From an optimization exercise on the open Yosys and OpenROAD flow, aimed at small area; shortcuts taken in it are not production practice.
In this exercise RTL edits were held to simulation tests only and were not proved equivalent to the original.
Power and IR drop assume default switching activity.

[design/flow/config.mk]
export PLATFORM = sky130hd
export DESIGN_NAME = regfile_pipe
export DESIGN_NICKNAME = regfile_pipe
export VERILOG_FILES = /design/flow/design.v
export SDC_FILE = /design/flow/constraint.sdc
export NUM_CORES = 4
export LEC_CHECK = 0
export CAP_MARGIN = 20
export CORE_MARGIN = 2
export CORE_UTILIZATION = 40
export SLEW_MARGIN = 20
[design/flow/constraint.sdc]
create_clock -name core_clock -period 5.0 [get_ports {clk}]
set_input_delay 1.0000 -clock core_clock [delete_from_list [all_inputs] [get_ports {clk}]]
set_output_delay 1.0000 -clock core_clock [all_outputs]
set_load 0.01 [all_outputs]
[design/flow/design.v]
package regfile_pipe_pkg;
  localparam int unsigned DefDataW = 32;
  localparam int unsigned DefAddrW = 5;
  localparam int unsigned DefNrd   = 2;
  typedef logic [DefAddrW-1:0] reg_idx_t;
  function automatic logic is_reg_zero(input reg_idx_t idx);
    is_reg_zero = (idx == '0);
  endfunction
endpackage
module regfile_rdport #(
  parameter int unsigned DATA_W   = regfile_pipe_pkg::DefDataW,
  parameter int unsigned ADDR_W   = regfile_pipe_pkg::DefAddrW,
  parameter int unsigned ZERO_REG = 1
) (
  input  logic              clk,
  input  logic              rst,
  input  logic              rd_en_i,
  input  logic [ADDR_W-1:0] rd_addr_i,
  input  logic              wr_en_i,
  input  logic [ADDR_W-1:0] wr_addr_i,
  input  logic [DATA_W-1:0] wr_data_i,
  input  logic [DATA_W-1:0] reg_rdata_i,
  input  logic              busy_nxt_i,
  output logic [DATA_W-1:0] rd_data_o,
  output logic              rd_valid_o,
  output logic              rd_busy_o
);
  logic [DATA_W-1:0] data_d, data_q;
  logic              valid_q;
  logic              busy_q;
  always_comb begin
    data_d = reg_rdata_i;
    if (wr_en_i && (wr_addr_i == rd_addr_i)) begin
      data_d = wr_data_i;
    end
    if ((ZERO_REG != 0) && (rd_addr_i == '0)) begin
      data_d = '0;
    end
  end
  always_ff @(posedge clk) begin
    if (rst) begin
      data_q  <= '0;
      valid_q <= 1'b0;
      busy_q  <= 1'b0;
    end else begin
      valid_q <= rd_en_i;
      if (rd_en_i) begin
        data_q <= data_d;
        busy_q <= busy_nxt_i;
      end
    end
  end
  assign rd_data_o  = data_q;
  assign rd_valid_o = valid_q;
  assign rd_busy_o  = busy_q;
endmodule
module regfile_pipe #(
  parameter int unsigned       DATA_W    = regfile_pipe_pkg::DefDataW,
  parameter int unsigned       ADDR_W    = regfile_pipe_pkg::DefAddrW,
  parameter int unsigned       NRD       = regfile_pipe_pkg::DefNrd,
  parameter int unsigned       ZERO_REG  = 1,
  parameter logic [DATA_W-1:0] RESET_VAL = '0
) (
  input  logic                  clk,
  input  logic                  rst,
  input  logic [NRD-1:0]        rd_en,
  input  logic [NRD*ADDR_W-1:0] rd_addr,
  output logic [NRD*DATA_W-1:0] rd_data,
  output logic [NRD-1:0]        rd_valid,
  output logic [NRD-1:0]        rd_busy,
  input  logic                  wr_en,
  input  logic [ADDR_W-1:0]     wr_addr,
  input  logic [DATA_W-1:0]     wr_data,
  input  logic                  rsv_en,
  input  logic [ADDR_W-1:0]     rsv_addr,
  output logic                  busy_any
);
  localparam int unsigned DEPTH = 1 << ADDR_W;
  logic [DATA_W-1:0]     regs_q [DEPTH];
  logic [DEPTH-1:0]      busy_d, busy_q;
  logic                  busy_any_q;
  logic                  wr_ok;
  assign wr_ok = wr_en && !((ZERO_REG != 0) && (wr_addr == '0));
  always_comb begin
    busy_d = busy_q;
    if (wr_en) begin
      busy_d[wr_addr] = 1'b0;
    end
    if (rsv_en) begin
      busy_d[rsv_addr] = 1'b1;
    end
    if (ZERO_REG != 0) begin
      busy_d[0] = 1'b0;
    end
  end
  always_ff @(posedge clk) begin
    if (rst) begin
      for (int i = 0; i < int'(DEPTH); i++) begin
        regs_q[i] <= ((ZERO_REG != 0) && (i == 0)) ? '0 : RESET_VAL;
      end
      busy_q     <= '0;
      busy_any_q <= 1'b0;
    end else begin
      if (wr_ok) begin
        regs_q[wr_addr] <= wr_data;
      end
      busy_q     <= busy_d;
      busy_any_q <= |busy_d;
    end
  end
  for (genvar p = 0; p < NRD; p++) begin : g_rdport
    logic [ADDR_W-1:0] addr;
    assign addr = rd_addr[p*ADDR_W +: ADDR_W];
    regfile_rdport #(
      .DATA_W   (DATA_W),
      .ADDR_W   (ADDR_W),
      .ZERO_REG (ZERO_REG)
    ) u_rdport (
      .clk         (clk),
      .rst         (rst),
      .rd_en_i     (rd_en[p]),
      .rd_addr_i   (addr),
      .wr_en_i     (wr_en),
      .wr_addr_i   (wr_addr),
      .wr_data_i   (wr_data),
      .reg_rdata_i (regs_q[addr]),
      .busy_nxt_i  (busy_d[addr]),
      .rd_data_o   (rd_data[p*DATA_W +: DATA_W]),
      .rd_valid_o  (rd_valid[p]),
      .rd_busy_o   (rd_busy[p])
    );
  end
  assign busy_any = busy_any_q;
endmodule
[design/flow/run.sh]
#!/bin/bash
# synth_recipe.tcl (not shown) runs the flow's synth.tcl, then flattens the netlist and writes it again
# the make line also repeats each setting of config.mk as NAME=value (left out here)
make -C /OpenROAD-flow-scripts/flow DESIGN_CONFIG=/design/flow/config.mk WORK_HOME=/design/flow/orfs CLKGATE_MAP_FILE= SYNTH_SCRIPT=/design/flow/synth_recipe.tcl finish
==> notes.md <==
placed cells by master, fill, tap and decap left out, types with 10 or more instances in the layout:
master                               n
sky130_fd_sc_hd__a21oi_1            65
sky130_fd_sc_hd__and2_1           1028
sky130_fd_sc_hd__buf_12             55
sky130_fd_sc_hd__buf_2              18
sky130_fd_sc_hd__buf_4             159
sky130_fd_sc_hd__clkbuf_1           30
sky130_fd_sc_hd__clkbuf_16         121
sky130_fd_sc_hd__clkdlybuf4s50_1    98
sky130_fd_sc_hd__clkinv_1           25
sky130_fd_sc_hd__clkinv_2           27
sky130_fd_sc_hd__dfxtp_1           100
sky130_fd_sc_hd__diode_2            11
sky130_fd_sc_hd__edfxtp_1         1024
sky130_fd_sc_hd__inv_1              12
sky130_fd_sc_hd__mux2i_1            58
sky130_fd_sc_hd__mux4_2            644
sky130_fd_sc_hd__nand2_1           131
sky130_fd_sc_hd__nand2b_1           35
sky130_fd_sc_hd__nand3_1            23
sky130_fd_sc_hd__nand4_1            10
sky130_fd_sc_hd__nor2_1             35
sky130_fd_sc_hd__nor2_4             33
sky130_fd_sc_hd__nor2b_1            14
sky130_fd_sc_hd__o211ai_1           66
sky130_fd_sc_hd__o21a_1             13
sky130_fd_sc_hd__o21ai_0            26
sky130_fd_sc_hd__or2_2              34
sky130_fd_sc_hd__xor2_1             11
cell type report:
cell class                 count  area (sq um)  share of cell area [%]
antenna                       11          27.5                  0.0405
tap                         1930          2410                    3.55
sequential                  1124         32800                    48.2
inverter                      15          58.8                  0.0865
timing repair buffer         335          3440                    5.06
multi-input combinational   2351         25500                    37.5
clock inverter                68           592                   0.871
clock buffer                 157          3220                    4.74
per-layer routing:
layer | vias up | GRT usage [%] | share of wire (%)
met4 | 0 | 8.78 | 3.3
met2 | 2429 | 44.4 | 48
met5 | - | 0 | 0
met3 | 388 | 5.82 | 11
met1 | 19758 | 37.7 | 38
li1 | 15133 | - | -
sequential cells by signal (all words and copies together), names as in the netlist:
register / cells
g_rdport.u_rdport.valid_q: 2
busy_q: 31
busy_any_q: 1
g_rdport.u_rdport.data_q: 64
g_rdport.u_rdport.busy_q: 2
regs_q: 1024
where the power goes:
group          switching (W)  internal [W]
combinational        0.00167       0.00137
clock                0.00390       0.00498
sequential          0.000253        0.0108
tightest hold or removal path, cell delays in order, from the launching register on:
cell,delay (ps)
sky130_fd_sc_hd__dfxtp_1,310
sky130_fd_sc_hd__nand2_1,50
sky130_fd_sc_hd__a21oi_1,50
logic make-up (layout without fill, tap and decap cells):
family | count (synthesis) | in the layout | share of synthesized area [%]
simple gates | 1396 | 1396 | 13.9
flops | 1124 | 1124 | 55.0
other cells | 0 | 11 | 0
fa+ha+maj | 9 | 9 | 0.189
compound gates | 225 | 225 | 2.53
mux | 705 | 705 | 25.4
buf+inv | 428 | 575 | 2.77
xor+xnor | 16 | 16 | 0.235
through the flow:
step                      power [W]  area [sq um]  setup slack, ps  hold slack, ps  utilization (%)
after global placement       0.0142         64200              262             455             43.4
after CTS                    0.0230         68000             1010             459             46.0
after detailed placement     0.0142         64200              239             451             43.4
after global routing         0.0235         67900              717             481             46.0
final                        0.0229         68000              896             456             46.0
after floorplan              0.0129         59600             1040             460                -
final timing paths:
kind	start	to	slack [ps]	cells after the start
setup / recovery	wr_addr[0]	g_rdport[0].u_rdport.busy_q$_SDFFE_PP0P_	900	13
hold / removal	g_rdport[1].u_rdport.data_q[31]$_SDFFE_PP0P_	g_rdport[1].u_rdport.data_q[31]$_SDFFE_PP0P_	460	2
setup reg to reg	regs_q[30][9]$_SDFFCE_PN0P_	g_rdport[1].u_rdport.data_q[9]$_SDFFE_PP0P_	2500	6
hold reg to reg	g_rdport[1].u_rdport.data_q[31]$_SDFFE_PP0P_	g_rdport[1].u_rdport.data_q[31]$_SDFFE_PP0P_	460	2
==> PnR_summary.wiki <==
{| class="wikitable"
! Metric !! Value
|-
| Commonest register cell after synthesis || sky130_fd_sc_hd__edfxtp_1
|-
| Post-synthesis to final-layout area growth || 14.1%
|-
| Netlist area before placement || approximately 60000 sq um
|-
| Mapped Nets || ~4000
|-
| Actual slew at the worst max-slew pin || about 1100 ps
|-
| Number of input and output port buffers inserted || approximately 130
|-
| Final number of max-transition violations || 0
|-
| Average detailed-routed wire length per instance || between 30 and 40 um
|-
| Pin count of the biggest net entering global routing || 68
|-
| Final GP Congestion || ~0.89
|-
| Setup clock skew after layout || ~30 ps
|-
| Routed via count || around 38000
|-
| DRC marker count from the first detailed-route iteration || a little under 6000
|-
| Crit path launch type || input port
|-
| Post-synthesis sequential element count || roughly 1100
|-
| Leading cell types by count after synthesis || sky130_fd_sc_hd__and2_1 (1028), sky130_fd_sc_hd__edfxtp_1 (1024), sky130_fd_sc_hd__mux4_2 (644), sky130_fd_sc_hd__clkbuf_1 (345), sky130_fd_sc_hd__nand2_1 (131)
|-
| Number of global-route vias before repair || 37491
|-
| Total Nets Final || between 4000 and 5000
|-
| Via density per instance || ~6.3
|-
| Upper clock frequency limit || approximately 240 MHz
|-
| EDFF count, synth || 1024
|-
| Most used cell, CP || sky130_fd_sc_hd__ha_1
|-
| Proportion of register bits with asynchronous set or reset after synthesis || 0%
|-
| Synthesized instance count || about 4000
|-
| Number of antenna violations at the first check in global routing || 33
|-
| Cell type contributing the most total cell area after synthesis || sky130_fd_sc_hd__edfxtp_1
|-
| Chip Height || 390 um
|-
| Final setup violation count || 0
|-
| Max Cap Violations || 0
|-
| Period utilization || between 80 and 90%
|-
| Effective utilization at floorplan || 40.3%
|-
| Cell-by-cell trace of the critical path || clkdlybuf4s50_1 > inv_1 > ha_1 > nor3b_1 > ha_1 > nor2b_1 > nand2_1 > or3_1 > a32oi_1 > and3_1 > nor4_1 > o311ai_0 > a31oi_1
|-
| Overall global routing resource usage || 27.6%
|-
| Io pins || 127
|-
| Slowest CP cell || sky130_fd_sc_hd__o311ai_0
|-
| Setup_tns || 0 ps
|-
| Share of cells above drive strength 1 || roughly 28%
|-
| DRT antenna net count || 0
|-
| Data arrival at the endpoint of the critical path || 4700 ps
|-
| Fill cell count || 12673
|-
| Hold crit path type || reg2reg
|-
| Kind of end point of the critical path || register
|-
| Pwr per Cell Area || approximately 340 nW/um^2
|-
| Clk pin slew, worst setup/hold paths || around 60 ps
|-
| Static leakage power || between 20 and 25 nW
|-
| Clock tree sinks || between 1000 and 1500
|-
| Remaining global-route overflow || 0
|-
| Kind of cell adding the most delay to the critical path || simple AND/OR/NAND/NOR gates
|-
| Clock latency at the later pin of the worst-skew pair || between 700 and 800 ps
|-
| Yosys top cell area share || about half
|-
| Final hold violations || 0
|-
| Number of setup buffers added after CTS || 0
|-
| First-pass GRT wire length || ~300 mm
|-
| Count of hold buffers inserted by post-cts repair || 0
|-
| TritonCTS clock tree || built
|-
| Highest ir drop seen on vdd || between 0.0003 and 0.0004 V
|-
| Unrepaired setup endpoints after global routing || false
|-
| Number of design rule violations left after detail routing || 0
|-
| Number of rows in the core area || between 100 and 150
|-
| Number of warnings printed during yosys synthesis || 2
|-
| Number of buffers and inverters on the critical path || 2
|-
| Top post-synthesis cells by area || sky130_fd_sc_hd__edfxtp_1 (52%), sky130_fd_sc_hd__mux4_2 (24%), sky130_fd_sc_hd__and2_1 (11%)
|-
| Sequential share of the synthesized area || between 50% and 60%
|-
| Total Wirelength || between 200 and 250 mm
|-
| Cells after DPL || 5755
|-
| Largest fanout on the critical path || 6
|-
| Number of clock buffers inserted by TritonCTS || 120
|-
| Final standard cell count with taps included and fillers excluded || about 6000
|-
| Die Width || slightly below 400 um
|-
| Pre-Repair DR Iteration Count || 6
|-
| Clock period minus worst slack || 4100 ps
|-
| Area of the die || approximately 150000 sq um
|-
| Clock Path Buffers || 3
|-
| Area of the core || between 100000 and 150000 sq um
|-
| Dominant cell by count in the synthesized netlist || sky130_fd_sc_hd__and2_1
|-
| Post-synthesis cell type count || around 70
|-
| Max-slew headroom at the worst pin || between 20 and 30%
|-
| WP data required || roughly 5600 ps
|-
| Worst Path Class, Setup || in2reg
|-
| Delay of the slowest cell on the worst path || ~670 ps
|-
| Half-perimeter wire length after detailed placement || about 130 mm
|-
| Result of the run || complete, no violations
|-
| Average size of a mapped cell || ~15 sq um
|-
| Cell at the root of the clock tree || sky130_fd_sc_hd__clkbuf_16
|-
| H-tree depth reported by CTS || 3
|-
| Post-CTS resize count || 0
|}

## re-timing with driven ports
The flow's constraints put no driver on any port. The routed layout listed below was extracted and timed again, unchanged, in two steps.
Step 1: set_driving_cell puts a clkbuf_16 on clk and a buf_2 on each other input, an assumption about the parent block.
Step 2 also shifts input and output timing later by t, the mid clock arrival at the registers, as if the neighbouring blocks saw the same clock.
Slacks: no drivers / after step 1 / after step 2; pairs: no drivers / after step 1.
shift t [ns]: 0.833
slack for setup (ns): 0.896 / 0.944 / 0.111
hold slack, ns: 0.456 / 0.456 / 0.456
worst register clock-pin slew, ns: 0.07 / 0.07
worst slew at a driven data input, ns: 0.13
After both steps this run still meets setup and hold. The setup slack of this run moves by +0.048 ns with the drivers and by -0.785 ns with both steps.
